What follows belongs to an exercise in optimizing a design on an open flow for small area and a short achievable clock period; a production flow would make more cautious choices. RTL that was checked went through simulation tests only; none was proved equivalent to the original. No functional check of the RTL was part of runs 2 and 3. The flow treats the clock pin as an ideal source, which a real chip does not have. Power is estimated from default activity; no workload was simulated.

==> flow/design.v (outline; a module is shown in full before it is edited, if it fits) <==
// module mult_28_pipe: 1646 lines
module mult_28_pipe #(
    parameter int          LOGQ  = 28,
    parameter int unsigned PRIME = 32'h0FFF_0001,
    parameter int          TAGW  = 8
) (
    input  logic                CLK,
    input  logic                RSTN,
    input  logic                EN,
    input  logic                IN_VALID,
    input  logic [LOGQ-1:0]     A,
    input  logic [LOGQ-1:0]     B,
    input  logic [TAGW-1:0]     IN_TAG,
    output logic                OUT_VALID,
    output logic [2*LOGQ-1:0]   PROD,
    output logic [TAGW-1:0]     OUT_TAG,
    output logic                BUSY,
    output logic                RANGE_ERR
);
  // ...
==> flow/flow/run.sh <==
#!/bin/bash
set -euo pipefail
here=$(pwd)
# Modified copy of ORFS's synth.tcl
sed 's/synth -top $::env(DESIGN_NAME) -run fine: {\*}$synth_full_args/synth -top $::env(DESIGN_NAME) -run fine: -noabc {*}$synth_full_args/' \
    "$FLOW_HOME/scripts/synth.tcl" > "$here/flow_synth.tcl"
grep -q -- '-run fine: -noabc' "$here/flow_synth.tcl"
# synth_recipe.tcl with the modified synth.tcl in place of ORFS's
sed "s#source \$::env(SCRIPTS_DIR)/synth.tcl#source $here/flow_synth.tcl#" \
    "$here/synth_recipe.tcl" > "$here/flow_synth_recipe.tcl"
grep -q "flow_synth.tcl" "$here/flow_synth_recipe.tcl"
# standard.sh with that synthesis script
sed -e "s#SYNTH_SCRIPT=$here/synth_recipe.tcl#SYNTH_SCRIPT=$here/flow_synth_recipe.tcl#" \
    -e "s#CLKGATE_MAP_FILE= #CLKGATE_MAP_FILE= MATCH_CELL_FOOTPRINT=0 #" \
    "$here/standard.sh" > "$here/flow_standard.sh"
grep -q "flow_synth_recipe.tcl" "$here/flow_standard.sh"
grep -q "MATCH_CELL_FOOTPRINT=0" "$here/flow_standard.sh"
export BUFFER_PORTS_ARGS="-buffer_cell sky130_fd_sc_hd__buf_1"
export CTS_ARGS="-sink_clustering_enable -repair_clock_nets -dont_use_dummy_load -buf_list {sky130_fd_sc_hd__clkbuf_8}"
bash "$here/flow_standard.sh" cts > "$here/flow_make_cts.log" 2>&1
RES="$here/orfs/results/sky130hd/mult_28_pipe/base" PLATFORM_DIR="$FLOW_HOME/platforms/sky130hd" \
SKEW_CELL2=sky130_fd_sc_hd__clkdlybuf4s18_1 SKEW_CELL3=sky130_fd_sc_hd__clkdlybuf4s50_1 \
    openroad -no_init -exit "$here/flow/skew.tcl" > "$here/flow_skew.log" 2>&1
bash "$here/flow_standard.sh" > "$here/flow_make.log" 2>&1
==> flow/flow/skew.tcl <==
set R $::env(RES)
set P $::env(PLATFORM_DIR)
read_lef $P/lef/sky130_fd_sc_hd.tlef
read_lef $P/lef/sky130_fd_sc_hd_merged.lef
read_liberty $P/lib/sky130_fd_sc_hd__tt_025C_1v80.lib
read_db $R/4_cts.odb
read_sdc $R/4_cts.sdc
source $P/setRC.tcl
set_propagated_clock [all_clocks]
estimate_parasitics -placement
report_worst_slack -max
set block [ord::get_db_block]
set groups [list [list r2_q $::env(SKEW_CELL2)] [list r_p3 $::env(SKEW_CELL3)]]
set n 0
set leafnets {}
foreach net [$block getNets] {
  if {[$net getSigType] ne "CLOCK"} continue
  lappend leafnets [$net getName]
}
# Per leaf clock net and per group: if the group owns every sink of the net,
# the delay cell goes on the input of the net's leaf buffer (the leaf buffer
# still drives the sinks); otherwise the group's sinks get a clkbuf_4 of their
# own, with the delay cell on its input.
foreach nname $leafnets {
  set allpins {}
  foreach pin [get_pins -quiet -of_objects [get_nets $nname]] {
    if {[get_property $pin direction] eq "input"} { lappend allpins $pin }
  }
  set drvpin ""
  foreach pin [get_pins -quiet -of_objects [get_nets $nname]] {
    if {[get_property $pin direction] eq "output"} { set drvpin $pin }
  }
  if {$drvpin eq ""} continue
  foreach g $groups {
    lassign $g prefix cell
    if {$cell eq "none"} continue
    set pins {}
    set xs 0.0; set ys 0.0
    foreach pin $allpins {
      set pname [get_full_name $pin]
      if {[string first $prefix $pname] == 0 && [string match "*/CLK" $pname]} {
        lappend pins $pin
        set loc [sta::pin_location $pin]
        set xs [expr {$xs + 1e6 * [lindex $loc 0]}]; set ys [expr {$ys + 1e6 * [lindex $loc 1]}]
      }
    }
    if {[llength $pins] == 0} continue
    set k [llength $pins]
    set x [expr {$xs / $k}]; set y [expr {$ys / $k}]
    if {$k == [llength $allpins]} {
      # the leaf buffer's input
      set lb [get_full_name [get_cells -of_objects $drvpin]]
      set lbin [get_pins $lb/A]
      set loc [sta::pin_location $lbin]
      set innet [get_full_name [get_nets -of_objects $lbin]]
      insert_buffer -buffer_cell $cell -net $innet -load_pins [list $lbin] -location [list [expr {1e6*[lindex $loc 0]}] [expr {1e6*[lindex $loc 1]}]] -buffer_name skew_${prefix}_$n
    } else {
      insert_buffer -buffer_cell sky130_fd_sc_hd__clkbuf_4 -net $nname -load_pins $pins -location [list $x $y] -buffer_name skewb_${prefix}_$n
      set bin [get_pins skewb_${prefix}_$n/A]
      insert_buffer -buffer_cell $cell -net $nname -load_pins [list $bin] -location [list $x $y] -buffer_name skew_${prefix}_$n
    }
    incr n
  }
}
puts "skew buffers inserted: $n"
# new nets carry the clock
foreach net [$block getNets] {
  set drv [$net getFirstOutput]
  if {$drv ne "NULL" && $drv ne "" && [string match "skew_*" [[$drv getInst] getName]]} { $net setSigType CLOCK }
}
detailed_placement
check_placement
estimate_parasitics -placement
report_worst_slack -max
report_worst_slack -min
write_db $R/4_cts.odb
==> flow/standard.sh <==
#!/bin/bash
# synth_recipe.tcl (not shown) runs the flow's synth.tcl, then flattens the netlist and writes it again
# the make line also repeats each setting of config.mk as NAME=value (left out here)
make -C /OpenROAD-flow-scripts/flow DESIGN_CONFIG=/design/flow/config.mk WORK_HOME=/design/flow/orfs CLKGATE_MAP_FILE= SYNTH_SCRIPT=/design/flow/synth_recipe.tcl "${@:-finish}"
==> flow/config.mk <==
export PLATFORM = sky130hd
export DESIGN_NAME = mult_28_pipe
export DESIGN_NICKNAME = mult_28_pipe
export VERILOG_FILES = /design/flow/design.v
export SDC_FILE = /design/flow/constraint.sdc
export NUM_CORES = 4
export LEC_CHECK = 0
export ABC_AREA = 1
export CAP_MARGIN = 20
export CORE_MARGIN = 2
export CORE_UTILIZATION = 40
export SETUP_SLACK_MARGIN = 3.25
export SLEW_MARGIN = 20
==> flow/constraint.sdc <==
create_clock -name core_clock -period 6.5 [get_ports {CLK}]
set_input_delay 1.3000 -clock core_clock [delete_from_list [all_inputs] [get_ports {CLK}]]
set_output_delay 1.3000 -clock core_clock [all_outputs]
set_load 0.01 [all_outputs]
==> summary.md, run 1 <==
| Metric | Value |
|---|---|
| P per Cell Area | `538.5 nW/um^2` |
| Register area | `9529 sq um` |
| Crit path from | `a1[4]$_DFFE_PP_` |
| LEAKAGE | `13.29 nW` |
| Postcts setup bufs | `156` |
| Final wirelength | `111700 um` |
| Synthesized area | `27390 sq um` |
| Seq/total area | `28.91%` |
| Iteration-0 DRC Markers | `3059` |
| P_seq | `4.07 mW` |
| Buf+Inv Stages, Crit Path | `1` |
| Adder-cell share of the synthesized area | `23.03%` |
| Share of cells above drive strength 1 | `20.38%` |
| Clock Latency Late Sink | `1.11 ns` |
| Final design utilization | `48.81%` |
| Synth cell count leaders | `nand2_1, edfxtp_1, xor2_1` |
| FILL cells | `6287` |
| Status | `complete, no violations` |
| Switching power | `8.122 mW` |
| Pre-CTS WS | `2.067 ns` |
| Synth Register Bits | `318` |
| Worst-path clk slew | `0.06 ns` |
| Final worst slack | `3.156 ns` |
| Initial core utilization | `40.56%` |
| Port bufs | `134` |
| Critical path depth | `7` |
| Top Registers | `r2_q x130, r_p3 x56, a3 x30` |
| Fin crit period | `3.344 ns` |
==> run 2: changes to the inputs <==
--- a/flow/design.v
+++ b/flow/design.v
@@ -43,238 +43,17 @@
         assign w_m2[j] = (w_q == 4'b0011) | (w_q == 4'b0100) | (w_q == 4'b1011) | (w_q == 4'b1100);
         assign w_m3[j] = (w_q == 4'b0101) | (w_q == 4'b0110) | (w_q == 4'b1001) | (w_q == 4'b1010);
         assign w_m4[j] = (w_q == 4'b0111) | (w_q == 4'b1000);
         if (j < 9) begin : g_neg
             assign w_neg[j] = w_q[3];
         end
     end
     logic [LOGQ+1:0] w_a3;
-    assign w_a3[0] = A[0];
-    wire tg533 = A[1] & A[0];
-    wire tp534 = A[1] ^ A[0];
-    wire tg535 = A[2] & A[1];
-    wire tp536 = A[2] ^ A[1];
-    wire tg537 = A[3] & A[2];
-    wire tp538 = A[3] ^ A[2];
-    wire tg539 = A[4] & A[3];
-    wire tp540 = A[4] ^ A[3];
-    wire tg541 = A[5] & A[4];
-    wire tp542 = A[5] ^ A[4];
-    wire tg543 = A[6] & A[5];
-    wire tp544 = A[6] ^ A[5];
-    wire tg545 = A[7] & A[6];
-    wire tp546 = A[7] ^ A[6];
-    wire tg547 = A[8] & A[7];
-    wire tp548 = A[8] ^ A[7];
-    wire tg549 = A[9] & A[8];
-    wire tp550 = A[9] ^ A[8];
-    wire tg551 = A[10] & A[9];
-    wire tp552 = A[10] ^ A[9];
-    wire tg553 = A[11] & A[10];
-    wire tp554 = A[11] ^ A[10];
-    wire tg555 = A[12] & A[11];
-    wire tp556 = A[12] ^ A[11];
-    wire tg557 = A[13] & A[12];
-    wire tp558 = A[13] ^ A[12];
-    wire tg559 = A[14] & A[13];
-    wire tp560 = A[14] ^ A[13];
-    wire tg561 = A[15] & A[14];
-    wire tp562 = A[15] ^ A[14];
-    wire tg563 = A[16] & A[15];
-    wire tp564 = A[16] ^ A[15];
-    wire tg565 = A[17] & A[16];
-    wire tp566 = A[17] ^ A[16];
-    wire tg567 = A[18] & A[17];
-    wire tp568 = A[18] ^ A[17];
-    wire tg569 = A[19] & A[18];
-    wire tp570 = A[19] ^ A[18];
-    wire tg571 = A[20] & A[19];
-    wire tp572 = A[20] ^ A[19];
-    wire tg573 = A[21] & A[20];
-    wire tp574 = A[21] ^ A[20];
-    wire tg575 = A[22] & A[21];
-    wire tp576 = A[22] ^ A[21];
-    wire tg577 = A[23] & A[22];
-    wire tp578 = A[23] ^ A[22];
-    wire tg579 = A[24] & A[23];
-    wire tp580 = A[24] ^ A[23];
-    wire tg581 = A[25] & A[24];
-    wire tp582 = A[25] ^ A[24];
-    wire tg583 = A[26] & A[25];
-    wire tp584 = A[26] ^ A[25];
-    wire tg585 = A[27] & A[26];
-    wire tp586 = A[27] ^ A[26];
-    wire tg587 = 1'b0 & A[27];
-    wire tp588 = 1'b0 ^ A[27];
-    wire tg589 = 1'b0 & 1'b0;
-    wire tp590 = 1'b0 ^ 1'b0;
-    wire tG591 = tg535 | (tp536 & tg533);
-    wire tP592 = tp536 & tp534;
-    wire tG593 = tg539 | (tp540 & tg537);
-    wire tP594 = tp540 & tp538;
-    wire tG595 = tg543 | (tp544 & tg541);
-    wire tP596 = tp544 & tp542;
-    wire tG597 = tg547 | (tp548 & tg545);
-    wire tP598 = tp548 & tp546;
-    wire tG599 = tg551 | (tp552 & tg549);
-    wire tP600 = tp552 & tp550;
-    wire tG601 = tg555 | (tp556 & tg553);
-    wire tP602 = tp556 & tp554;
-    wire tG603 = tg559 | (tp560 & tg557);
-    wire tP604 = tp560 & tp558;
-    wire tG605 = tg563 | (tp564 & tg561);
-    wire tP606 = tp564 & tp562;
-    wire tG607 = tg567 | (tp568 & tg565);
-    wire tP608 = tp568 & tp566;
-    wire tG609 = tg571 | (tp572 & tg569);
-    wire tP610 = tp572 & tp570;
-    wire tG611 = tg575 | (tp576 & tg573);
-    wire tP612 = tp576 & tp574;
-    wire tG613 = tg579 | (tp580 & tg577);
-    wire tP614 = tp580 & tp578;
-    wire tG615 = tg583 | (tp584 & tg581);
-    wire tP616 = tp584 & tp582;
-    wire tG617 = tg587 | (tp588 & tg585);
-    wire tP618 = tp588 & tp586;
-    wire tG619 = tg537 | (tp538 & tG591);
-    wire tP620 = tp538 & tP592;
-    wire tG621 = tG593 | (tP594 & tG591);
-    wire tP622 = tP594 & tP592;
-    wire tG623 = tg545 | (tp546 & tG595);
-    wire tP624 = tp546 & tP596;
-    wire tG625 = tG597 | (tP598 & tG595);
-    wire tP626 = tP598 & tP596;
-    wire tG627 = tg553 | (tp554 & tG599);
-    wire tP628 = tp554 & tP600;
-    wire tG629 = tG601 | (tP602 & tG599);
-    wire tP630 = tP602 & tP600;
-    wire tG631 = tg561 | (tp562 & tG603);
-    wire tP632 = tp562 & tP604;
-    wire tG633 = tG605 | (tP606 & tG603);
-    wire tP634 = tP606 & tP604;
-    wire tG635 = tg569 | (tp570 & tG607);
-    wire tP636 = tp570 & tP608;
-    wire tG637 = tG609 | (tP610 & tG607);
-    wire tP638 = tP610 & tP608;
-    wire tG639 = tg577 | (tp578 & tG611);
-    wire tP640 = tp578 & tP612;
-    wire tG641 = tG613 | (tP614 & tG611);
-    wire tP642 = tP614 & tP612;
-    wire tG643 = tg585 | (tp586 & tG615);
-    wire tP644 = tp586 & tP616;
-    wire tG645 = tG617 | (tP618 & tG615);
-    wire tP646 = tP618 & tP616;
-    wire tG647 = tg541 | (tp542 & tG621);
-    wire tP648 = tp542 & tP622;
-    wire tG649 = tG595 | (tP596 & tG621);
-    wire tP650 = tP596 & tP622;
-    wire tG651 = tG623 | (tP624 & tG621);
-    wire tP652 = tP624 & tP622;
-    wire tG653 = tG625 | (tP626 & tG621);
-    wire tP654 = tP626 & tP622;
-    wire tG655 = tg557 | (tp558 & tG629);
-    wire tP656 = tp558 & tP630;
-    wire tG657 = tG603 | (tP604 & tG629);
-    wire tP658 = tP604 & tP630;
-    wire tG659 = tG631 | (tP632 & tG629);
-    wire tP660 = tP632 & tP630;
-    wire tG661 = tG633 | (tP634 & tG629);
-    wire tP662 = tP634 & tP630;
-    wire tG663 = tg573 | (tp574 & tG637);
-    wire tP664 = tp574 & tP638;
-    wire tG665 = tG611 | (tP612 & tG637);
-    wire tP666 = tP612 & tP638;
-    wire tG667 = tG639 | (tP640 & tG637);
-    wire tP668 = tP640 & tP638;
-    wire tG669 = tG641 | (tP642 & tG637);
-    wire tP670 = tP642 & tP638;
-    wire tG671 = tg589 | (tp590 & tG645);
-    wire tP672 = tp590 & tP646;
-    wire tG673 = tg549 | (tp550 & tG653);
-    wire tP674 = tp550 & tP654;
-    wire tG675 = tG599 | (tP600 & tG653);
-    wire tP676 = tP600 & tP654;
-    wire tG677 = tG627 | (tP628 & tG653);
-    wire tP678 = tP628 & tP654;
-    wire tG679 = tG629 | (tP630 & tG653);
-    wire tP680 = tP630 & tP654;
-    wire tG681 = tG655 | (tP656 & tG653);
-    wire tP682 = tP656 & tP654;
-    wire tG683 = tG657 | (tP658 & tG653);
-    wire tP684 = tP658 & tP654;
-    wire tG685 = tG659 | (tP660 & tG653);
-    wire tP686 = tP660 & tP654;
-    wire tG687 = tG661 | (tP662 & tG653);
-    wire tP688 = tP662 & tP654;
-    wire tG689 = tg581 | (tp582 & tG669);
-    wire tP690 = tp582 & tP670;
-    wire tG691 = tG615 | (tP616 & tG669);
-    wire tP692 = tP616 & tP670;
-    wire tG693 = tG643 | (tP644 & tG669);
-    wire tP694 = tP644 & tP670;
-    wire tG695 = tG645 | (tP646 & tG669);
-    wire tP696 = tP646 & tP670;
-    wire tG697 = tG671 | (tP672 & tG669);
-    wire tP698 = tP672 & tP670;
-    wire tG699 = tg565 | (tp566 & tG687);
-    wire tP700 = tp566 & tP688;
-    wire tG701 = tG607 | (tP608 & tG687);
-    wire tP702 = tP608 & tP688;
-    wire tG703 = tG635 | (tP636 & tG687);
-    wire tP704 = tP636 & tP688;
-    wire tG705 = tG637 | (tP638 & tG687);
-    wire tP706 = tP638 & tP688;
-    wire tG707 = tG663 | (tP664 & tG687);
-    wire tP708 = tP664 & tP688;
-    wire tG709 = tG665 | (tP666 & tG687);
-    wire tP710 = tP666 & tP688;
-    wire tG711 = tG667 | (tP668 & tG687);
-    wire tP712 = tP668 & tP688;
-    wire tG713 = tG669 | (tP670 & tG687);
-    wire tP714 = tP670 & tP688;
-    wire tG715 = tG689 | (tP690 & tG687);
-    wire tP716 = tP690 & tP688;
-    wire tG717 = tG691 | (tP692 & tG687);
-    wire tP718 = tP692 & tP688;
-    wire tG719 = tG693 | (tP694 & tG687);
-    wire tP720 = tP694 & tP688;
-    wire tG721 = tG695 | (tP696 & tG687);
-    wire tP722 = tP696 & tP688;
-    wire tG723 = tG697 | (tP698 & tG687);
-    wire tP724 = tP698 & tP688;
-    assign w_a3[1] = tp534;
-    assign w_a3[2] = tp536 ^ tg533;
-    assign w_a3[3] = tp538 ^ tG591;
-    assign w_a3[4] = tp540 ^ tG619;
-    assign w_a3[5] = tp542 ^ tG621;
-    assign w_a3[6] = tp544 ^ tG647;
-    assign w_a3[7] = tp546 ^ tG649;
-    assign w_a3[8] = tp548 ^ tG651;
-    assign w_a3[9] = tp550 ^ tG653;
-    assign w_a3[10] = tp552 ^ tG673;
-    assign w_a3[11] = tp554 ^ tG675;
-    assign w_a3[12] = tp556 ^ tG677;
-    assign w_a3[13] = tp558 ^ tG679;
-    assign w_a3[14] = tp560 ^ tG681;
-    assign w_a3[15] = tp562 ^ tG683;
-    assign w_a3[16] = tp564 ^ tG685;
-    assign w_a3[17] = tp566 ^ tG687;
-    assign w_a3[18] = tp568 ^ tG699;
-    assign w_a3[19] = tp570 ^ tG701;
-    assign w_a3[20] = tp572 ^ tG703;
-    assign w_a3[21] = tp574 ^ tG705;
-    assign w_a3[22] = tp576 ^ tG707;
-    assign w_a3[23] = tp578 ^ tG709;
-    assign w_a3[24] = tp580 ^ tG711;
-    assign w_a3[25] = tp582 ^ tG713;
-    assign w_a3[26] = tp584 ^ tG715;
-    assign w_a3[27] = tp586 ^ tG717;
-    assign w_a3[28] = tp588 ^ tG719;
-    assign w_a3[29] = tp590 ^ tG721;
+    mult_28_pipe_x3 u_x3 (.a(A), .p(w_a3));
     logic [LOGQ-1:0] a1;
     logic [LOGQ+1:0] a3;
     logic [9:0]      d_m1, d_m2, d_m3, d_m4;
     logic [8:0]      d_neg;
     logic [TAGW-1:0] r_t1, r_t2, r_t3;
     always_ff @(posedge CLK) begin
         if (EN) begin
             a1    <= A;
@@ -1141,128 +920,153 @@
     wire c528 = r2_q[118] & r2_q[119];
     wire s529 = r2_q[121] ^ r2_q[122];
     wire c530 = r2_q[121] & r2_q[122];
     wire s531 = r2_q[125] ^ r2_q[126];
     wire c532 = r2_q[125] & r2_q[126];
     logic [55:0] w_x, w_y, w_prod;
     assign w_x = {r2_q[129], r2_q[128], r2_q[127], r2_q[124], r2_q[123], c528, r2_q[120], r2_q[117], c524, s523, c520, c518, s517, c514, c512, s511, s509, c506, s505, c502, c500, s499, c496, c494, c492, s491, c488, c486, c484, c482, c480, c478, c476, c474, c472, c470, c468, c466, c464, c462, c460, c458, c456, c454, c452, c450, c448, c446, r2_q[10], r2_q[7], r2_q[6], r2_q[5], r2_q[4], r2_q[3], r2_q[2], r2_q[0]};
     assign w_y = {1'b0, c532, s531, 1'b0, c530, s529, s527, c526, s525, c522, s521, s519, c516, s515, s513, c510, c508, s507, c504, s503, s501, c498, s497, s495, s493, c490, s489, s487, s485, s483, s481, s479, s477, s475, s473, s471, s469, s467, s465, s463, s461, s459, s457, s455, s453, s451, s449, s447, s445, 1'b0, 1'b0, 1'b0, 1'b0, 1'b0, 1'b0, r2_q[1]};
-    wire fg725 = w_x[0] & w_y[0];
-    wire fp726 = w_x[0] ^ w_y[0];
-    wire fg727 = w_x[1] & w_y[1];
-    wire fp728 = w_x[1] ^ w_y[1];
-    wire fg729 = w_x[2] & w_y[2];
-    wire fp730 = w_x[2] ^ w_y[2];
-    wire fg731 = w_x[3] & w_y[3];
-    wire fp732 = w_x[3] ^ w_y[3];
-    wire fg733 = w_x[4] & w_y[4];
-    wire fp734 = w_x[4] ^ w_y[4];
-    wire fg735 = w_x[5] & w_y[5];
-    wire fp736 = w_x[5] ^ w_y[5];
-    wire fg737 = w_x[6] & w_y[6];
-    wire fp738 = w_x[6] ^ w_y[6];
-    wire fg739 = w_x[7] & w_y[7];
-    wire fp740 = w_x[7] ^ w_y[7];
-    wire fg741 = w_x[8] & w_y[8];
-    wire fp742 = w_x[8] ^ w_y[8];
-    wire fg743 = w_x[9] & w_y[9];
-    wire fp744 = w_x[9] ^ w_y[9];
-    wire fg745 = w_x[10] & w_y[10];
-    wire fp746 = w_x[10] ^ w_y[10];
-    wire fg747 = w_x[11] & w_y[11];
-    wire fp748 = w_x[11] ^ w_y[11];
-    wire fg749 = w_x[12] & w_y[12];
-    wire fp750 = w_x[12] ^ w_y[12];
-    wire fg751 = w_x[13] & w_y[13];
-    wire fp752 = w_x[13] ^ w_y[13];
-    wire fg753 = w_x[14] & w_y[14];
-    wire fp754 = w_x[14] ^ w_y[14];
-    wire fg755 = w_x[15] & w_y[15];
-    wire fp756 = w_x[15] ^ w_y[15];
-    wire fg757 = w_x[16] & w_y[16];
-    wire fp758 = w_x[16] ^ w_y[16];
-    wire fg759 = w_x[17] & w_y[17];
-    wire fp760 = w_x[17] ^ w_y[17];
-    wire fg761 = w_x[18] & w_y[18];
-    wire fp762 = w_x[18] ^ w_y[18];
-    wire fg763 = w_x[19] & w_y[19];
-    wire fp764 = w_x[19] ^ w_y[19];
-    wire fg765 = w_x[20] & w_y[20];
-    wire fp766 = w_x[20] ^ w_y[20];
-    wire fg767 = w_x[21] & w_y[21];
-    wire fp768 = w_x[21] ^ w_y[21];
-    wire fg769 = w_x[22] & w_y[22];
-    wire fp770 = w_x[22] ^ w_y[22];
-    wire fg771 = w_x[23] & w_y[23];
-    wire fp772 = w_x[23] ^ w_y[23];
-    wire fg773 = w_x[24] & w_y[24];
-    wire fp774 = w_x[24] ^ w_y[24];
-    wire fg775 = w_x[25] & w_y[25];
-    wire fp776 = w_x[25] ^ w_y[25];
-    wire fg777 = w_x[26] & w_y[26];
-    wire fp778 = w_x[26] ^ w_y[26];
-    wire fg779 = w_x[27] & w_y[27];
-    wire fp780 = w_x[27] ^ w_y[27];
-    wire fg781 = w_x[28] & w_y[28];
-    wire fp782 = w_x[28] ^ w_y[28];
-    wire fg783 = w_x[29] & w_y[29];
-    wire fp784 = w_x[29] ^ w_y[29];
-    wire fg785 = w_x[30] & w_y[30];
-    wire fp786 = w_x[30] ^ w_y[30];
-    wire fg787 = w_x[31] & w_y[31];
-    wire fp788 = w_x[31] ^ w_y[31];
-    wire fg789 = w_x[32] & w_y[32];
-    wire fp790 = w_x[32] ^ w_y[32];
-    wire fg791 = w_x[33] & w_y[33];
-    wire fp792 = w_x[33] ^ w_y[33];
-    wire fg793 = w_x[34] & w_y[34];
-    wire fp794 = w_x[34] ^ w_y[34];
-    wire fg795 = w_x[35] & w_y[35];
-    wire fp796 = w_x[35] ^ w_y[35];
-    wire fg797 = w_x[36] & w_y[36];
-    wire fp798 = w_x[36] ^ w_y[36];
-    wire fg799 = w_x[37] & w_y[37];
-    wire fp800 = w_x[37] ^ w_y[37];
-    wire fg801 = w_x[38] & w_y[38];
-    wire fp802 = w_x[38] ^ w_y[38];
-    wire fg803 = w_x[39] & w_y[39];
-    wire fp804 = w_x[39] ^ w_y[39];
-    wire fg805 = w_x[40] & w_y[40];
-    wire fp806 = w_x[40] ^ w_y[40];
-    wire fg807 = w_x[41] & w_y[41];
-    wire fp808 = w_x[41] ^ w_y[41];
-    wire fg809 = w_x[42] & w_y[42];
-    wire fp810 = w_x[42] ^ w_y[42];
-    wire fg811 = w_x[43] & w_y[43];
-    wire fp812 = w_x[43] ^ w_y[43];
-    wire fg813 = w_x[44] & w_y[44];
-    wire fp814 = w_x[44] ^ w_y[44];
-    wire fg815 = w_x[45] & w_y[45];
-    wire fp816 = w_x[45] ^ w_y[45];
-    wire fg817 = w_x[46] & w_y[46];
-    wire fp818 = w_x[46] ^ w_y[46];
-    wire fg819 = w_x[47] & w_y[47];
-    wire fp820 = w_x[47] ^ w_y[47];
-    wire fg821 = w_x[48] & w_y[48];
-    wire fp822 = w_x[48] ^ w_y[48];
-    wire fg823 = w_x[49] & w_y[49];
-    wire fp824 = w_x[49] ^ w_y[49];
-    wire fg825 = w_x[50] & w_y[50];
-    wire fp826 = w_x[50] ^ w_y[50];
-    wire fg827 = w_x[51] & w_y[51];
-    wire fp828 = w_x[51] ^ w_y[51];
-    wire fg829 = w_x[52] & w_y[52];
-    wire fp830 = w_x[52] ^ w_y[52];
-    wire fg831 = w_x[53] & w_y[53];
-    wire fp832 = w_x[53] ^ w_y[53];
-    wire fg833 = w_x[54] & w_y[54];
-    wire fp834 = w_x[54] ^ w_y[54];
-    wire fg835 = w_x[55] & w_y[55];
-    wire fp836 = w_x[55] ^ w_y[55];
+    mult_28_pipe_cpa u_cpa (.x(w_x), .y(w_y), .s(w_prod));
+    logic [2*LOGQ-1:0] r_p3;
+    always_ff @(posedge CLK) begin
+        if (EN) r_p3 <= w_prod;
+    end
+    assign OUT_VALID = r_v3;
+    assign PROD      = r_p3;
+    assign OUT_TAG   = r_t3;
+    assign BUSY      = r_v1 | r_v2 | r_v3;
+    localparam logic [LOGQ-1:0] c_prime = PRIME[LOGQ-1:0];
+    logic r_range_err;
+    always_ff @(posedge CLK or negedge RSTN) begin
+        if (!RSTN) begin
+            r_range_err <= 1'b0;
+        end else if (EN && IN_VALID && (A >= c_prime || B >= c_prime)) begin
+            r_range_err <= 1'b1;
+        end
+    end
+    assign RANGE_ERR = r_range_err;
+endmodule
+module mult_28_pipe_cpa (
+    input  logic [55:0] x,
+    input  logic [55:0] y,
+    output logic [55:0] s
+);
+    wire fg725 = x[0] & y[0];
+    wire fp726 = x[0] ^ y[0];
+    wire fg727 = x[1] & y[1];
+    wire fp728 = x[1] ^ y[1];
+    wire fg729 = x[2] & y[2];
+    wire fp730 = x[2] ^ y[2];
+    wire fg731 = x[3] & y[3];
+    wire fp732 = x[3] ^ y[3];
+    wire fg733 = x[4] & y[4];
+    wire fp734 = x[4] ^ y[4];
+    wire fg735 = x[5] & y[5];
+    wire fp736 = x[5] ^ y[5];
+    wire fg737 = x[6] & y[6];
+    wire fp738 = x[6] ^ y[6];
+    wire fg739 = x[7] & y[7];
+    wire fp740 = x[7] ^ y[7];
+    wire fg741 = x[8] & y[8];
+    wire fp742 = x[8] ^ y[8];
+    wire fg743 = x[9] & y[9];
+    wire fp744 = x[9] ^ y[9];
+    wire fg745 = x[10] & y[10];
+    wire fp746 = x[10] ^ y[10];
+    wire fg747 = x[11] & y[11];
+    wire fp748 = x[11] ^ y[11];
+    wire fg749 = x[12] & y[12];
+    wire fp750 = x[12] ^ y[12];
+    wire fg751 = x[13] & y[13];
+    wire fp752 = x[13] ^ y[13];
+    wire fg753 = x[14] & y[14];
+    wire fp754 = x[14] ^ y[14];
+    wire fg755 = x[15] & y[15];
+    wire fp756 = x[15] ^ y[15];
+    wire fg757 = x[16] & y[16];
+    wire fp758 = x[16] ^ y[16];
+    wire fg759 = x[17] & y[17];
+    wire fp760 = x[17] ^ y[17];
+    wire fg761 = x[18] & y[18];
+    wire fp762 = x[18] ^ y[18];
+    wire fg763 = x[19] & y[19];
+    wire fp764 = x[19] ^ y[19];
+    wire fg765 = x[20] & y[20];
+    wire fp766 = x[20] ^ y[20];
+    wire fg767 = x[21] & y[21];
+    wire fp768 = x[21] ^ y[21];
+    wire fg769 = x[22] & y[22];
+    wire fp770 = x[22] ^ y[22];
+    wire fg771 = x[23] & y[23];
+    wire fp772 = x[23] ^ y[23];
+    wire fg773 = x[24] & y[24];
+    wire fp774 = x[24] ^ y[24];
+    wire fg775 = x[25] & y[25];
+    wire fp776 = x[25] ^ y[25];
+    wire fg777 = x[26] & y[26];
+    wire fp778 = x[26] ^ y[26];
+    wire fg779 = x[27] & y[27];
+    wire fp780 = x[27] ^ y[27];
+    wire fg781 = x[28] & y[28];
+    wire fp782 = x[28] ^ y[28];
+    wire fg783 = x[29] & y[29];
+    wire fp784 = x[29] ^ y[29];
+    wire fg785 = x[30] & y[30];
+    wire fp786 = x[30] ^ y[30];
+    wire fg787 = x[31] & y[31];
+    wire fp788 = x[31] ^ y[31];
+    wire fg789 = x[32] & y[32];
+    wire fp790 = x[32] ^ y[32];
+    wire fg791 = x[33] & y[33];
+    wire fp792 = x[33] ^ y[33];
+    wire fg793 = x[34] & y[34];
+    wire fp794 = x[34] ^ y[34];
+    wire fg795 = x[35] & y[35];
+    wire fp796 = x[35] ^ y[35];
+    wire fg797 = x[36] & y[36];
+    wire fp798 = x[36] ^ y[36];
+    wire fg799 = x[37] & y[37];
+    wire fp800 = x[37] ^ y[37];
+    wire fg801 = x[38] & y[38];
+    wire fp802 = x[38] ^ y[38];
+    wire fg803 = x[39] & y[39];
+    wire fp804 = x[39] ^ y[39];
+    wire fg805 = x[40] & y[40];
+    wire fp806 = x[40] ^ y[40];
+    wire fg807 = x[41] & y[41];
+    wire fp808 = x[41] ^ y[41];
+    wire fg809 = x[42] & y[42];
+    wire fp810 = x[42] ^ y[42];
+    wire fg811 = x[43] & y[43];
+    wire fp812 = x[43] ^ y[43];
+    wire fg813 = x[44] & y[44];
+    wire fp814 = x[44] ^ y[44];
+    wire fg815 = x[45] & y[45];
+    wire fp816 = x[45] ^ y[45];
+    wire fg817 = x[46] & y[46];
+    wire fp818 = x[46] ^ y[46];
+    wire fg819 = x[47] & y[47];
+    wire fp820 = x[47] ^ y[47];
+    wire fg821 = x[48] & y[48];
+    wire fp822 = x[48] ^ y[48];
+    wire fg823 = x[49] & y[49];
+    wire fp824 = x[49] ^ y[49];
+    wire fg825 = x[50] & y[50];
+    wire fp826 = x[50] ^ y[50];
+    wire fg827 = x[51] & y[51];
+    wire fp828 = x[51] ^ y[51];
+    wire fg829 = x[52] & y[52];
+    wire fp830 = x[52] ^ y[52];
+    wire fg831 = x[53] & y[53];
+    wire fp832 = x[53] ^ y[53];
+    wire fg833 = x[54] & y[54];
+    wire fp834 = x[54] ^ y[54];
+    wire fg835 = x[55] & y[55];
+    wire fp836 = x[55] ^ y[55];
     wire fG837 = fg727 | (fp728 & fg725);
     wire fP838 = fp728 & fp726;
     wire fG839 = fg731 | (fp732 & fg729);
     wire fP840 = fp732 & fp730;
     wire fG841 = fg735 | (fp736 & fg733);
     wire fP842 = fp736 & fp734;
     wire fG843 = fg739 | (fp740 & fg737);
     wire fP844 = fp740 & fp738;
@@ -1565,84 +1369,293 @@
     wire fG1141 = fG1093 | (fP1094 & fG1083);
     wire fP1142 = fP1094 & fP1084;
     wire fG1143 = fG1095 | (fP1096 & fG1083);
     wire fP1144 = fP1096 & fP1084;
     wire fG1145 = fG1097 | (fP1098 & fG1083);
     wire fP1146 = fP1098 & fP1084;
     wire fG1147 = fG1099 | (fP1100 & fG1083);
     wire fP1148 = fP1100 & fP1084;
-    assign w_prod[0] = fp726;
-    assign w_prod[1] = fp728 ^ fg725;
-    assign w_prod[2] = fp730 ^ fG837;
-    assign w_prod[3] = fp732 ^ fG893;
-    assign w_prod[4] = fp734 ^ fG895;
-    assign w_prod[5] = fp736 ^ fG949;
-    assign w_prod[6] = fp738 ^ fG951;
-    assign w_prod[7] = fp740 ^ fG953;
-    assign w_prod[8] = fp742 ^ fG955;
-    assign w_prod[9] = fp744 ^ fG1005;
-    assign w_prod[10] = fp746 ^ fG1007;
-    assign w_prod[11] = fp748 ^ fG1009;
-    assign w_prod[12] = fp750 ^ fG1011;
-    assign w_prod[13] = fp752 ^ fG1013;
-    assign w_prod[14] = fp754 ^ fG1015;
-    assign w_prod[15] = fp756 ^ fG1017;
-    assign w_prod[16] = fp758 ^ fG1019;
-    assign w_prod[17] = fp760 ^ fG1053;
-    assign w_prod[18] = fp762 ^ fG1055;
-    assign w_prod[19] = fp764 ^ fG1057;
-    assign w_prod[20] = fp766 ^ fG1059;
-    assign w_prod[21] = fp768 ^ fG1061;
-    assign w_prod[22] = fp770 ^ fG1063;
-    assign w_prod[23] = fp772 ^ fG1065;
-    assign w_prod[24] = fp774 ^ fG1067;
-    assign w_prod[25] = fp776 ^ fG1069;
-    assign w_prod[26] = fp778 ^ fG1071;
-    assign w_prod[27] = fp780 ^ fG1073;
-    assign w_prod[28] = fp782 ^ fG1075;
-    assign w_prod[29] = fp784 ^ fG1077;
-    assign w_prod[30] = fp786 ^ fG1079;
-    assign w_prod[31] = fp788 ^ fG1081;
-    assign w_prod[32] = fp790 ^ fG1083;
-    assign w_prod[33] = fp792 ^ fG1101;
-    assign w_prod[34] = fp794 ^ fG1103;
-    assign w_prod[35] = fp796 ^ fG1105;
-    assign w_prod[36] = fp798 ^ fG1107;
-    assign w_prod[37] = fp800 ^ fG1109;
-    assign w_prod[38] = fp802 ^ fG1111;
-    assign w_prod[39] = fp804 ^ fG1113;
-    assign w_prod[40] = fp806 ^ fG1115;
-    assign w_prod[41] = fp808 ^ fG1117;
-    assign w_prod[42] = fp810 ^ fG1119;
-    assign w_prod[43] = fp812 ^ fG1121;
-    assign w_prod[44] = fp814 ^ fG1123;
-    assign w_prod[45] = fp816 ^ fG1125;
-    assign w_prod[46] = fp818 ^ fG1127;
-    assign w_prod[47] = fp820 ^ fG1129;
-    assign w_prod[48] = fp822 ^ fG1131;
-    assign w_prod[49] = fp824 ^ fG1133;
-    assign w_prod[50] = fp826 ^ fG1135;
-    assign w_prod[51] = fp828 ^ fG1137;
-    assign w_prod[52] = fp830 ^ fG1139;
-    assign w_prod[53] = fp832 ^ fG1141;
-    assign w_prod[54] = fp834 ^ fG1143;
-    assign w_prod[55] = fp836 ^ fG1145;
-    logic [2*LOGQ-1:0] r_p3;
-    always_ff @(posedge CLK) begin
-        if (EN) r_p3 <= w_prod;
-    end
-    assign OUT_VALID = r_v3;
-    assign PROD      = r_p3;
-    assign OUT_TAG   = r_t3;
-    assign BUSY      = r_v1 | r_v2 | r_v3;
-    localparam logic [LOGQ-1:0] c_prime = PRIME[LOGQ-1:0];
-    logic r_range_err;
-    always_ff @(posedge CLK or negedge RSTN) begin
-        if (!RSTN) begin
-            r_range_err <= 1'b0;
-        end else if (EN && IN_VALID && (A >= c_prime || B >= c_prime)) begin
-            r_range_err <= 1'b1;
-        end
-    end
-    assign RANGE_ERR = r_range_err;
+    assign s[0] = fp726;
+    assign s[1] = fp728 ^ fg725;
+    assign s[2] = fp730 ^ fG837;
+    assign s[3] = fp732 ^ fG893;
+    assign s[4] = fp734 ^ fG895;
+    assign s[5] = fp736 ^ fG949;
+    assign s[6] = fp738 ^ fG951;
+    assign s[7] = fp740 ^ fG953;
+    assign s[8] = fp742 ^ fG955;
+    assign s[9] = fp744 ^ fG1005;
+    assign s[10] = fp746 ^ fG1007;
+    assign s[11] = fp748 ^ fG1009;
+    assign s[12] = fp750 ^ fG1011;
+    assign s[13] = fp752 ^ fG1013;
+    assign s[14] = fp754 ^ fG1015;
+    assign s[15] = fp756 ^ fG1017;
+    assign s[16] = fp758 ^ fG1019;
+    assign s[17] = fp760 ^ fG1053;
+    assign s[18] = fp762 ^ fG1055;
+    assign s[19] = fp764 ^ fG1057;
+    assign s[20] = fp766 ^ fG1059;
+    assign s[21] = fp768 ^ fG1061;
+    assign s[22] = fp770 ^ fG1063;
+    assign s[23] = fp772 ^ fG1065;
+    assign s[24] = fp774 ^ fG1067;
+    assign s[25] = fp776 ^ fG1069;
+    assign s[26] = fp778 ^ fG1071;
+    assign s[27] = fp780 ^ fG1073;
+    assign s[28] = fp782 ^ fG1075;
+    assign s[29] = fp784 ^ fG1077;
+    assign s[30] = fp786 ^ fG1079;
+    assign s[31] = fp788 ^ fG1081;
+    assign s[32] = fp790 ^ fG1083;
+    assign s[33] = fp792 ^ fG1101;
+    assign s[34] = fp794 ^ fG1103;
+    assign s[35] = fp796 ^ fG1105;
+    assign s[36] = fp798 ^ fG1107;
+    assign s[37] = fp800 ^ fG1109;
+    assign s[38] = fp802 ^ fG1111;
+    assign s[39] = fp804 ^ fG1113;
+    assign s[40] = fp806 ^ fG1115;
+    assign s[41] = fp808 ^ fG1117;
+    assign s[42] = fp810 ^ fG1119;
+    assign s[43] = fp812 ^ fG1121;
+    assign s[44] = fp814 ^ fG1123;
+    assign s[45] = fp816 ^ fG1125;
+    assign s[46] = fp818 ^ fG1127;
+    assign s[47] = fp820 ^ fG1129;
+    assign s[48] = fp822 ^ fG1131;
+    assign s[49] = fp824 ^ fG1133;
+    assign s[50] = fp826 ^ fG1135;
+    assign s[51] = fp828 ^ fG1137;
+    assign s[52] = fp830 ^ fG1139;
+    assign s[53] = fp832 ^ fG1141;
+    assign s[54] = fp834 ^ fG1143;
+    assign s[55] = fp836 ^ fG1145;
+endmodule
+module mult_28_pipe_x3 (
+    input  logic [27:0] a,
+    output logic [29:0] p
+);
+    assign p[0] = a[0];
+    wire tg533 = a[1] & a[0];
+    wire tp534 = a[1] ^ a[0];
+    wire tg535 = a[2] & a[1];
+    wire tp536 = a[2] ^ a[1];
+    wire tg537 = a[3] & a[2];
+    wire tp538 = a[3] ^ a[2];
+    wire tg539 = a[4] & a[3];
+    wire tp540 = a[4] ^ a[3];
+    wire tg541 = a[5] & a[4];
+    wire tp542 = a[5] ^ a[4];
+    wire tg543 = a[6] & a[5];
+    wire tp544 = a[6] ^ a[5];
+    wire tg545 = a[7] & a[6];
+    wire tp546 = a[7] ^ a[6];
+    wire tg547 = a[8] & a[7];
+    wire tp548 = a[8] ^ a[7];
+    wire tg549 = a[9] & a[8];
+    wire tp550 = a[9] ^ a[8];
+    wire tg551 = a[10] & a[9];
+    wire tp552 = a[10] ^ a[9];
+    wire tg553 = a[11] & a[10];
+    wire tp554 = a[11] ^ a[10];
+    wire tg555 = a[12] & a[11];
+    wire tp556 = a[12] ^ a[11];
+    wire tg557 = a[13] & a[12];
+    wire tp558 = a[13] ^ a[12];
+    wire tg559 = a[14] & a[13];
+    wire tp560 = a[14] ^ a[13];
+    wire tg561 = a[15] & a[14];
+    wire tp562 = a[15] ^ a[14];
+    wire tg563 = a[16] & a[15];
+    wire tp564 = a[16] ^ a[15];
+    wire tg565 = a[17] & a[16];
+    wire tp566 = a[17] ^ a[16];
+    wire tg567 = a[18] & a[17];
+    wire tp568 = a[18] ^ a[17];
+    wire tg569 = a[19] & a[18];
+    wire tp570 = a[19] ^ a[18];
+    wire tg571 = a[20] & a[19];
+    wire tp572 = a[20] ^ a[19];
+    wire tg573 = a[21] & a[20];
+    wire tp574 = a[21] ^ a[20];
+    wire tg575 = a[22] & a[21];
+    wire tp576 = a[22] ^ a[21];
+    wire tg577 = a[23] & a[22];
+    wire tp578 = a[23] ^ a[22];
+    wire tg579 = a[24] & a[23];
+    wire tp580 = a[24] ^ a[23];
+    wire tg581 = a[25] & a[24];
+    wire tp582 = a[25] ^ a[24];
+    wire tg583 = a[26] & a[25];
+    wire tp584 = a[26] ^ a[25];
+    wire tg585 = a[27] & a[26];
+    wire tp586 = a[27] ^ a[26];
+    wire tg587 = 1'b0 & a[27];
+    wire tp588 = 1'b0 ^ a[27];
+    wire tg589 = 1'b0 & 1'b0;
+    wire tp590 = 1'b0 ^ 1'b0;
+    wire tG591 = tg535 | (tp536 & tg533);
+    wire tP592 = tp536 & tp534;
+    wire tG593 = tg539 | (tp540 & tg537);
+    wire tP594 = tp540 & tp538;
+    wire tG595 = tg543 | (tp544 & tg541);
+    wire tP596 = tp544 & tp542;
+    wire tG597 = tg547 | (tp548 & tg545);
+    wire tP598 = tp548 & tp546;
+    wire tG599 = tg551 | (tp552 & tg549);
+    wire tP600 = tp552 & tp550;
+    wire tG601 = tg555 | (tp556 & tg553);
+    wire tP602 = tp556 & tp554;
+    wire tG603 = tg559 | (tp560 & tg557);
+    wire tP604 = tp560 & tp558;
+    wire tG605 = tg563 | (tp564 & tg561);
+    wire tP606 = tp564 & tp562;
+    wire tG607 = tg567 | (tp568 & tg565);
+    wire tP608 = tp568 & tp566;
+    wire tG609 = tg571 | (tp572 & tg569);
+    wire tP610 = tp572 & tp570;
+    wire tG611 = tg575 | (tp576 & tg573);
+    wire tP612 = tp576 & tp574;
+    wire tG613 = tg579 | (tp580 & tg577);
+    wire tP614 = tp580 & tp578;
+    wire tG615 = tg583 | (tp584 & tg581);
+    wire tP616 = tp584 & tp582;
+    wire tG617 = tg587 | (tp588 & tg585);
+    wire tP618 = tp588 & tp586;
+    wire tG619 = tg537 | (tp538 & tG591);
+    wire tP620 = tp538 & tP592;
+    wire tG621 = tG593 | (tP594 & tG591);
+    wire tP622 = tP594 & tP592;
+    wire tG623 = tg545 | (tp546 & tG595);
+    wire tP624 = tp546 & tP596;
+    wire tG625 = tG597 | (tP598 & tG595);
+    wire tP626 = tP598 & tP596;
+    wire tG627 = tg553 | (tp554 & tG599);
+    wire tP628 = tp554 & tP600;
+    wire tG629 = tG601 | (tP602 & tG599);
+    wire tP630 = tP602 & tP600;
+    wire tG631 = tg561 | (tp562 & tG603);
+    wire tP632 = tp562 & tP604;
+    wire tG633 = tG605 | (tP606 & tG603);
+    wire tP634 = tP606 & tP604;
+    wire tG635 = tg569 | (tp570 & tG607);
+    wire tP636 = tp570 & tP608;
+    wire tG637 = tG609 | (tP610 & tG607);
+    wire tP638 = tP610 & tP608;
+    wire tG639 = tg577 | (tp578 & tG611);
+    wire tP640 = tp578 & tP612;
+    wire tG641 = tG613 | (tP614 & tG611);
+    wire tP642 = tP614 & tP612;
+    wire tG643 = tg585 | (tp586 & tG615);
+    wire tP644 = tp586 & tP616;
+    wire tG645 = tG617 | (tP618 & tG615);
+    wire tP646 = tP618 & tP616;
+    wire tG647 = tg541 | (tp542 & tG621);
+    wire tP648 = tp542 & tP622;
+    wire tG649 = tG595 | (tP596 & tG621);
+    wire tP650 = tP596 & tP622;
+    wire tG651 = tG623 | (tP624 & tG621);
+    wire tP652 = tP624 & tP622;
+    wire tG653 = tG625 | (tP626 & tG621);
+    wire tP654 = tP626 & tP622;
+    wire tG655 = tg557 | (tp558 & tG629);
+    wire tP656 = tp558 & tP630;
+    wire tG657 = tG603 | (tP604 & tG629);
+    wire tP658 = tP604 & tP630;
+    wire tG659 = tG631 | (tP632 & tG629);
+    wire tP660 = tP632 & tP630;
+    wire tG661 = tG633 | (tP634 & tG629);
+    wire tP662 = tP634 & tP630;
+    wire tG663 = tg573 | (tp574 & tG637);
+    wire tP664 = tp574 & tP638;
+    wire tG665 = tG611 | (tP612 & tG637);
+    wire tP666 = tP612 & tP638;
+    wire tG667 = tG639 | (tP640 & tG637);
+    wire tP668 = tP640 & tP638;
+    wire tG669 = tG641 | (tP642 & tG637);
+    wire tP670 = tP642 & tP638;
+    wire tG671 = tg589 | (tp590 & tG645);
+    wire tP672 = tp590 & tP646;
+    wire tG673 = tg549 | (tp550 & tG653);
+    wire tP674 = tp550 & tP654;
+    wire tG675 = tG599 | (tP600 & tG653);
+    wire tP676 = tP600 & tP654;
+    wire tG677 = tG627 | (tP628 & tG653);
+    wire tP678 = tP628 & tP654;
+    wire tG679 = tG629 | (tP630 & tG653);
+    wire tP680 = tP630 & tP654;
+    wire tG681 = tG655 | (tP656 & tG653);
+    wire tP682 = tP656 & tP654;
+    wire tG683 = tG657 | (tP658 & tG653);
+    wire tP684 = tP658 & tP654;
+    wire tG685 = tG659 | (tP660 & tG653);
+    wire tP686 = tP660 & tP654;
+    wire tG687 = tG661 | (tP662 & tG653);
+    wire tP688 = tP662 & tP654;
+    wire tG689 = tg581 | (tp582 & tG669);
+    wire tP690 = tp582 & tP670;
+    wire tG691 = tG615 | (tP616 & tG669);
+    wire tP692 = tP616 & tP670;
+    wire tG693 = tG643 | (tP644 & tG669);
+    wire tP694 = tP644 & tP670;
+    wire tG695 = tG645 | (tP646 & tG669);
+    wire tP696 = tP646 & tP670;
+    wire tG697 = tG671 | (tP672 & tG669);
+    wire tP698 = tP672 & tP670;
+    wire tG699 = tg565 | (tp566 & tG687);
+    wire tP700 = tp566 & tP688;
+    wire tG701 = tG607 | (tP608 & tG687);
+    wire tP702 = tP608 & tP688;
+    wire tG703 = tG635 | (tP636 & tG687);
+    wire tP704 = tP636 & tP688;
+    wire tG705 = tG637 | (tP638 & tG687);
+    wire tP706 = tP638 & tP688;
+    wire tG707 = tG663 | (tP664 & tG687);
+    wire tP708 = tP664 & tP688;
+    wire tG709 = tG665 | (tP666 & tG687);
+    wire tP710 = tP666 & tP688;
+    wire tG711 = tG667 | (tP668 & tG687);
+    wire tP712 = tP668 & tP688;
+    wire tG713 = tG669 | (tP670 & tG687);
+    wire tP714 = tP670 & tP688;
+    wire tG715 = tG689 | (tP690 & tG687);
+    wire tP716 = tP690 & tP688;
+    wire tG717 = tG691 | (tP692 & tG687);
+    wire tP718 = tP692 & tP688;
+    wire tG719 = tG693 | (tP694 & tG687);
+    wire tP720 = tP694 & tP688;
+    wire tG721 = tG695 | (tP696 & tG687);
+    wire tP722 = tP696 & tP688;
+    wire tG723 = tG697 | (tP698 & tG687);
+    wire tP724 = tP698 & tP688;
+    assign p[1] = tp534;
+    assign p[2] = tp536 ^ tg533;
+    assign p[3] = tp538 ^ tG591;
+    assign p[4] = tp540 ^ tG619;
+    assign p[5] = tp542 ^ tG621;
+    assign p[6] = tp544 ^ tG647;
+    assign p[7] = tp546 ^ tG649;
+    assign p[8] = tp548 ^ tG651;
+    assign p[9] = tp550 ^ tG653;
+    assign p[10] = tp552 ^ tG673;
+    assign p[11] = tp554 ^ tG675;
+    assign p[12] = tp556 ^ tG677;
+    assign p[13] = tp558 ^ tG679;
+    assign p[14] = tp560 ^ tG681;
+    assign p[15] = tp562 ^ tG683;
+    assign p[16] = tp564 ^ tG685;
+    assign p[17] = tp566 ^ tG687;
+    assign p[18] = tp568 ^ tG699;
+    assign p[19] = tp570 ^ tG701;
+    assign p[20] = tp572 ^ tG703;
+    assign p[21] = tp574 ^ tG705;
+    assign p[22] = tp576 ^ tG707;
+    assign p[23] = tp578 ^ tG709;
+    assign p[24] = tp580 ^ tG711;
+    assign p[25] = tp582 ^ tG713;
+    assign p[26] = tp584 ^ tG715;
+    assign p[27] = tp586 ^ tG717;
+    assign p[28] = tp588 ^ tG719;
+    assign p[29] = tp590 ^ tG721;
 endmodule
 `default_nettype wire
==> flow/flow/run.sh (replaced) <==
#!/bin/bash
set -euo pipefail
here=$(pwd)
# Modified copy of ORFS's synth.tcl
# The design is flattened only after extract_fa, which runs on the top module
# alone: the final carry-propagate adder (module mult_28_pipe_cpa) stays plain
# logic for ABC instead of ending in full-adder cells.
sed -e 's/synth -top $::env(DESIGN_NAME) -run fine: {\*}$synth_full_args/synth -top $::env(DESIGN_NAME) -run fine: -noabc {*}$synth_full_args/' \
    -e 's/^  synth -flatten -run :fine {\*}$synth_full_args/  synth -run :fine {*}$synth_full_args/' \
    -e 's/^  extract_fa {\*}\[dont_use_extract_fa_args\]$/  extract_fa {*}[dont_use_extract_fa_args] $::env(DESIGN_NAME)\n  flatten/' \
    "$FLOW_HOME/scripts/synth.tcl" > "$here/flow_synth.tcl"
grep -q -- '-run fine: -noabc' "$here/flow_synth.tcl"
grep -q -- '^  synth -run :fine' "$here/flow_synth.tcl"
grep -q -- 'dont_use_extract_fa_args\] $::env(DESIGN_NAME)' "$here/flow_synth.tcl"
# synth_recipe.tcl with the modified synth.tcl in place of ORFS's
sed "s#source \$::env(SCRIPTS_DIR)/synth.tcl#source $here/flow_synth.tcl#" \
    "$here/synth_recipe.tcl" > "$here/flow_synth_recipe.tcl"
grep -q "flow_synth.tcl" "$here/flow_synth_recipe.tcl"
# standard.sh with that synthesis script
sed -e "s#SYNTH_SCRIPT=$here/synth_recipe.tcl#SYNTH_SCRIPT=$here/flow_synth_recipe.tcl#" \
    -e "s#CLKGATE_MAP_FILE= #CLKGATE_MAP_FILE= MATCH_CELL_FOOTPRINT=0 #" \
    "$here/standard.sh" > "$here/flow_standard.sh"
grep -q "flow_synth_recipe.tcl" "$here/flow_standard.sh"
grep -q "MATCH_CELL_FOOTPRINT=0" "$here/flow_standard.sh"
export BUFFER_PORTS_ARGS="-buffer_cell sky130_fd_sc_hd__buf_1"
export CTS_ARGS="-sink_clustering_enable -repair_clock_nets -dont_use_dummy_load -buf_list {sky130_fd_sc_hd__clkbuf_4}"
bash "$here/flow_standard.sh" cts > "$here/flow_make_cts.log" 2>&1
RES="$here/orfs/results/sky130hd/mult_28_pipe/base" PLATFORM_DIR="$FLOW_HOME/platforms/sky130hd" \
SKEW_CELL2=sky130_fd_sc_hd__clkdlybuf4s18_1 SKEW_CELL3=sky130_fd_sc_hd__clkdlybuf4s50_1 \
    openroad -no_init -exit "$here/flow/skew.tcl" > "$here/flow_skew.log" 2>&1
bash "$here/flow_standard.sh" > "$here/flow_make.log" 2>&1
==> summary.md, run 2 <==
| Metric | Value |
|---|---|
| Status | `complete, no violations (unchanged)` |
| Part of the power in combinational logic | `64.0% (was 66.0%)` |
| Max-cap violations | `0 (unchanged)` |
| WL/cell | `28.17 um (was 28.98 um)` |
| R2R Setup Slk | `3.21 ns (was 3.16 ns)` |
| Clock Skew | `0.3963 ns (was 0.3832 ns)` |
| Final design utilization | `48.56% (was 48.81%)` |
| Largest net degree at the start of global routing | `153 (was 132)` |
| Final wirelength | `113400 um (was 111700 um)` |
| Area growth from synthesis to layout | `20.26% (was 20.35%)` |
| Cell Int Power | `8.796 mW (was 9.625 mW)` |
| Fmax | `303.7 MHz (was 299.1 MHz)` |
| EDFF count, synth | `314 (unchanged)` |
| Die W | `264.2 um (was 265.7 um)` |
| Net Count, Synth | `3178 (was 3154)` |
| Die area | `69780 sq um (was 70570 sq um)` |
| Share of cells above drive strength 1 | `20.53% (was 20.38%)` |
| Crit path max-delay cell type | `o21ai_0 (was fa_1)` |
| Port bufs | `134 (unchanged)` |
| Most frequent cell after synthesis | `nand2_1 (unchanged)` |
| Reg with most FFs | `r2_q (unchanged)` |
| Vias | `24830 (was 24030)` |
| Synthesized area | `27070 sq um (was 27390 sq um)` |
| Routability Congestion | `0.9585 (was 0.9728)` |
| First-pass GRT wire length | `163400 um (was 160600 um)` |
| H-tree levels | `3 (was 2)` |
| # setup viols final | `0 (unchanged)` |
| DRC Markers | `0 (unchanged)` |
| Hold buffer count at CTS | `0 (unchanged)` |
| Reg2reg start | `d_m3[7]$_DFFE_PP_ (was a1[4]$_DFFE_PP_)` |
| Design Power | `16.75 mW (was 17.75 mW)` |
| Share of the yosys chip area belonging to registers | `35.20% (was 34.80%)` |
| CP Cell Sequence | `buf_4 -> o21ai_0 -> xor2_1 -> fa_1 -> fa_1 -> fa_1 (was clkinvlp_4 -> o22ai_1 -> a221oi_1 -> xor2_1 -> fa_1 -> fa_1 -> fa_1)` |
| Post-synth ARST share | `1.258% (unchanged)` |
| Synth Register Bits | `318 (unchanged)` |
| CTS tree | `yes (unchanged)` |
| CP dominant cell by count | `fa_1 (unchanged)` |
| Clock sinks | `318 (unchanged)` |
| Worst setup EP type | `flip-flop (unchanged)` |
| LEAKAGE | `13.17 nW (was 13.29 nW)` |
| Clock Tree Root | `clkbuf_4 (was clkbuf_8)` |
| # rows | `95 (unchanged)` |
| Seq pwr share | `23.8% (was 22.9%)` |
| Hold Slack | `0.2878 ns (was 0.3922 ns)` |
| First-pass DRT Iterations | `8 (was 9)` |
| Total GRT Usage | `31.80% (was 31.13%)` |
| Worst hold path type | `in2async (was reg2reg)` |
| Top post-synthesis cells by area | `edfxtp_1, fa_1, xor2_1 (unchanged)` |
| Clock power share | `12.2% (was 11.1%)` |
| Gr ovfl total | `0 (unchanged)` |
| P per Cell Area | `514.5 nW/um^2 (was 538.5 nW/um^2)` |
| Fin nets | `3487 (was 3421)` |
| Final Hold Vio Count | `0 (unchanged)` |
| Synthesis warning total | `1 (unchanged)` |
| Switching power | `7.955 mW (was 8.122 mW)` |
| CTS max path bufs | `3 (unchanged)` |
| Library cells used by synthesis | `47 (was 44)` |
| Tcrit/Tclk final | `50.65% (was 51.44%)` |
| Num CTS Buffers | `92 (was 56)` |
| CP endpoint | `r2_q[46]$_DFFE_PP_ (was r2_q[32]$_DFFE_PP_)` |
| Top cell type's share of synthesized area | `34.83% (was 34.43%)` |
| # IOs | `135 (unchanged)` |
| Core area | `67040 sq um (was 67510 sq um)` |
| Synth cell count leaders | `nand2_1, edfxtp_1, xor2_1 (unchanged)` |
| Die height | `264.2 um (was 265.7 um)` |
| Crit path from | `d_m3[7]$_DFFE_PP_ (was a1[4]$_DFFE_PP_)` |
| Final ANT Viol Nets | `0 (unchanged)` |
| Unrepaired setup endpoints after global routing | `yes (unchanged)` |
| Most common cell after layout, fill and taps aside | `nand2_1 (unchanged)` |
| Fin crit period | `3.292 ns (was 3.344 ns)` |
| Commonest cells after routing, fill and taps aside | `nand2_1, edfxtp_1, xor2_1 (unchanged)` |
| Critical R2R Capture | `r2_q[46]$_DFFE_PP_ (was r2_q[32]$_DFFE_PP_)` |
| Antenna violations before repair | `1 (was 3)` |
| Clock Latency Late Sink | `1.29 ns (was 1.11 ns)` |
| Max reg flops | `130 (unchanged)` |
| Relative slew slack | `24.54% (was 34.23%)` |
| Number of global-route vias before repair | `24780 (was 23790)` |
| Leading area contributor after synthesis | `edfxtp_1 (unchanged)` |
| Initial core utilization | `40.38% (was 40.56%)` |
| Worst r2r path cells | `6 (was 7)` |
| Worst-path clk slew | `0.06 ns (about the same)` |
| Worst-margin pin slew | `1.120 ns (was 0.9866 ns)` |
| CP arrival | `4.03 ns (was 3.83 ns)` |
| HPWL reported at the end of detailed placement | `73080 um (was 72900 um)` |
| Vias per inst | `6.170 (was 6.234)` |
| Top Registers | `r2_q x130, r_p3 x56, a3 x30 (unchanged)` |
| CP max FO | `30 (was 10)` |
| Syn Inst Count | `2840 (was 2714)` |
| Critical Path Start Type | `flip-flop (unchanged)` |
| Iteration-0 DRC Markers | `3104 (was 3059)` |
| Worst path max stage delay | `0.85 ns (was 0.62 ns)` |
| Final Max Tran Viols | `0 (unchanged)` |
| Post-Syn Area per Cell | `9.533 sq um (was 10.09 sq um)` |
| FILL cells | `6405 (was 6287)` |
| VDD IR max | `0.0006408 V (was 0.0004193 V)` |
| Data required, critical path | `7.24 ns (was 6.99 ns)` |
| Post-Route Setup TNS | `0 ns (unchanged)` |
| Primary FF master, synth | `edfxtp_1 (unchanged)` |
| Critical path type | `reg2reg (unchanged)` |
| Sw frac | `47.49% (was 45.77%)` |
==> run 2: layout make-up <==
class | instances | area [sq um] | share of cell area [%]
Multi-Input combinational cell | 1979 | 16630 | 51.07
Sequential cell | 318 | 9529 | 29.27
Timing Repair Buffer | 343 | 2436 | 7.482
Inverter | 317 | 1384 | 4.250
Clock buffer | 163 | 1291 | 3.966
Tap cell | 873 | 1092 | 3.355
Timing Repair inverter | 27 | 187.7 | 0.5765
Antenna cell | 4 | 10.01 | 0.03074
==> run 2: worst min path at each step <==
stage / startpoint / to / slack (ns) / depth (start not counted)
5_1_grt: RSTN / r_v1$_DFFE_PN0P_ / 0.29 / 1
3_5_place_dp: r_t1[2]$_DFFE_PP_ / r_t2[2]$_DFFE_PP_ / 0.40 / 0
2_1_floorplan: r_t1[0]$_DFFE_PP_ / r_t2[0]$_DFFE_PP_ / 0.40 / 0
6_report: RSTN / r_range_err$_DFFE_PN0P_ / 0.29 / 1
3_3_place_gp: r_t1[3]$_DFFE_PP_ / r_t2[3]$_DFFE_PP_ / 0.40 / 0
4_1_cts: RSTN / r_range_err$_DFFE_PN0P_ / 0.24 / 1
==> run 2: power by group through the flow <==
stage	combinational [mW]	clock, mW	sequential [mW]
after floorplan	6.70	0	3.92
after global placement	8.82	0	4.03
after detailed placement	9.09	0	4.05
after CTS	9.51	1.48	3.98
after global routing	12.0	2.25	4.04
final	10.7	2.05	3.98
==> run 2: stage by stage <==
stage,cells,setup WS [ns],area (sq um)
finish,4024,3.208,32560
global placement,3665,2.031,28150
floorplan,2840,3.215,27160
detailed placement,3665,2.056,28150
CTS,3920,3.129,31350
global route,4024,3.208,32560
==> run 2: worst max-delay path, delay by kind of cell (launching register included) <==
family / cells / cell delay (ns)
xor gates and xnor gates: 1 / 0.25
AOI/OAI and AO/OA: 1 / 0.85
DFF: 1 / 0.36
adders and majority gates: 3 / 1.41
buffers and inverters: 1 / 0.33
==> run 2: timing repair <==
action	CTS	global route
endpoints found under the setup margin	100	34
resized for setup	275	68
cloned	30	3
pin swaps	14	20
buffers inserted	133	26
==> run 2: logic make-up after synthesis <==
| group | share of synthesized area (%) |
|---|---|
| AOI/OAI and AO/OA | 17.11 |
| xor gates and xnor gates | 10.68 |
| adders and majority gates | 18.36 |
| buffers and inverters | 7.695 |
| DFF | 35.20 |
| and+or+nand+nor | 10.97 |
==> run 2: layer usage <==
| layer | up-vias | wire length [um] | track usage, % | share of wire (%) |
|---|---|---|---|---|
| met5 | - | 162 | 1.317 | 0.14 |
| met4 | 4 | 5260 | 13.90 | 4.6 |
| met3 | 394 | 14550 | 11.88 | 13 |
| met2 | 1711 | 46990 | 45.26 | 41 |
| met1 | 12100 | 46410 | 43.01 | 41 |
| li1 | 10620 | - | - | - |
==> run 3: changes to the inputs <==
--- a/flow/flow/run.sh
+++ b/flow/flow/run.sh
@@ -22,6 +22,9 @@
     "$here/standard.sh" > "$here/flow_standard.sh"
 grep -q "flow_synth_recipe.tcl" "$here/flow_standard.sh"
 grep -q "MATCH_CELL_FOOTPRINT=0" "$here/flow_standard.sh"
+# The weakest gate sizes (*_0, the same area as *_1) and the low-power clock
+# inverters are left out of synthesis and repair.
+export DONT_USE_CELLS="sky130_fd_sc_hd__a2111oi_0 sky130_fd_sc_hd__a21boi_0 sky130_fd_sc_hd__and2_0 sky130_fd_sc_hd__o21ai_0 sky130_fd_sc_hd__o311ai_0 sky130_fd_sc_hd__or2_0 sky130_fd_sc_hd__clkinvlp_2 sky130_fd_sc_hd__clkinvlp_4"
 export BUFFER_PORTS_ARGS="-buffer_cell sky130_fd_sc_hd__buf_1"
 export CTS_ARGS="-sink_clustering_enable -repair_clock_nets -dont_use_dummy_load -buf_list {sky130_fd_sc_hd__clkbuf_4}"
 bash "$here/flow_standard.sh" cts > "$here/flow_make_cts.log" 2>&1
==> summary.md, run 3 <==
| Metric | Value |
|---|---|
| Synthesized area | `27070 sq um (unchanged)` |
| Share of cells above drive strength 1 | `20.53% (unchanged)` |
| Worst setup EP type | `flip-flop (unchanged)` |
| Complex-gate fraction of the synthesized area | `17.11% (unchanged)` |
| Num CTS Buffers | `92 (unchanged)` |
| Fraction of synthesized area in multiplexers | `0% (unchanged)` |
| Final cell count without fillers | `4024 (unchanged)` |
| Synth Area in XOR/XNOR | `10.68% (unchanged)` |
| Met3 wire length | `14550 um (unchanged)` |
| Crit path max-delay cell type | `o21ai_0 (unchanged)` |
| Fin nets | `3487 (unchanged)` |
| Tcrit/Tclk final | `50.65% (unchanged)` |
| Area growth from synthesis to layout | `20.26% (unchanged)` |
| Reg with most FFs | `r2_q (unchanged)` |
| Primary FF master, synth | `edfxtp_1 (unchanged)` |
| Worst hold path type | `in2async (unchanged)` |
| Worst-margin pin slew | `1.120 ns (unchanged)` |
| CTS max path bufs | `3 (unchanged)` |
| # rows | `95 (unchanged)` |
| Syn Inst Count | `2840 (unchanged)` |
| # IOs | `135 (unchanged)` |
| EDFF count, synth | `314 (unchanged)` |
| LEAKAGE | `13.17 nW (unchanged)` |
| Synthesis warning total | `1 (unchanged)` |
| Worst-path clk slew | `0.06 ns (about the same)` |
| Synth Register Bits | `318 (unchanged)` |
| Adder-cell share of the synthesized area | `18.36% (unchanged)` |
| Vias | `24830 (unchanged)` |
| Clock Skew | `0.3963 ns (unchanged)` |
| First-pass GRT wire length | `163400 um (unchanged)` |
| Top cell type's share of synthesized area | `34.83% (unchanged)` |
| R2R Setup Slk | `3.21 ns (about the same)` |
| CTS tree | `yes (unchanged)` |
| Library cells used by synthesis | `47 (unchanged)` |
| Clock sinks | `318 (unchanged)` |
| Die W | `264.2 um (unchanged)` |
| Core area | `67040 sq um (unchanged)` |
| Data required, critical path | `7.24 ns (about the same)` |
| Top post-synthesis cells by area | `edfxtp_1, fa_1, xor2_1 (unchanged)` |
| Die height | `264.2 um (unchanged)` |
| VDD IR max | `0.0006408 V (unchanged)` |
| Crit path from | `d_m3[7]$_DFFE_PP_ (unchanged)` |
| Final Max Tran Viols | `0 (unchanged)` |
| Post-synth ARST share | `1.258% (unchanged)` |
| Status | `complete, no violations (unchanged)` |
| Worst path max stage delay | `0.85 ns (about the same)` |
| Post-Route Setup TNS | `0 ns (unchanged)` |
| Met2 wire length | `46990 um (unchanged)` |
| CP max FO | `30 (unchanged)` |
-- run 3: logic make-up (layout without fill, tap and decap cells) --
kind of cell               count (synthesis)  count (layout)
and+or+nand+nor                          719             721
AOI/OAI and AO/OA                        658             658
buffers and inverters                    545             850
xor gates and xnor gates                 330             330
DFF                                      318             318
adders and majority gates                270             270
other                                      0               4
-- run 3: final timing paths --
path	end
worst max-delay path	r2_q[46]$_DFFE_PP_
worst min-delay path	r_range_err$_DFFE_PN0P_
max in group asynchronous	r_v3$_DFFE_PN0P_
min in group core_clock	r_t2[6]$_DFFE_PP_
worst min register to register	r_t2[6]$_DFFE_PP_
worst max register to register	r2_q[46]$_DFFE_PP_
-- run 3: worst max-delay path: cells and delay by family (launching register included) --
family	cells	cell delay [ns]
adder cells (fa/ha/maj)	3	1.41
AO/OA/AOI/OAI	1	0.85
flip-flops	1	0.36
buffers and inverters	1	0.33
XOR/XNOR	1	0.25
-- run 3: what timing repair did --
item                       CTS  global route
setup endpoints to repair  100            34
hold endpoints to repair     0             0
buffers inserted           133            26
resized for setup          275            68
hold buffers                 0             0
gates cloned                30             3
pin swaps                   14            20
-- run 3: power breakdown --
part	total [mW]	internal (mW)	switching, mW
logic	10.7	4.05	6.67
clock network	2.05	1.15	0.904
registers	3.98	3.60	0.381
total	16.8	8.80	7.96
-- run 3: metrics by stage --
step           total power, mW  area (sq um)  setup slack [ns]
6_report                 16.75         32560             3.208
3_5_place_dp             13.14         28150             2.056
5_1_grt                  18.25         32560             3.208
4_1_cts                  14.97         31350             3.129
3_3_place_gp             12.86         28150             2.031
2_1_floorplan            10.62         27160             3.215
-- run 3: final cells by class --
class | instances | area (sq um) | share of cell area [%]
multi-input combinational | 1979 | 16630 | 51.07
inverter | 317 | 1384 | 4.250
timing repair buffer | 343 | 2436 | 7.482
sequential | 318 | 9529 | 29.27
tap | 873 | 1092 | 3.355
timing repair inverter | 27 | 187.7 | 0.5765
clock buffer | 163 | 1291 | 3.966
antenna | 4 | 10.01 | 0.03074
-- run 3: layer usage --
layer	vias up	track usage, %
met4	4	13.90
met1	12100	43.01
met3	394	11.88
met2	1711	45.26
met5	-	1.317
li1	10620	-

Check on run 3: ideal ports give 3.208 ns setup slack; a clkbuf_16 on the clock port and buf_2 on the inputs give 3.208 ns; moving port delays by the midpoint clock arrival (1.143 ns) as well gives 2.795 ns. Its clock arrivals span 0.880 to 1.405 ns, so the last figure is rough.
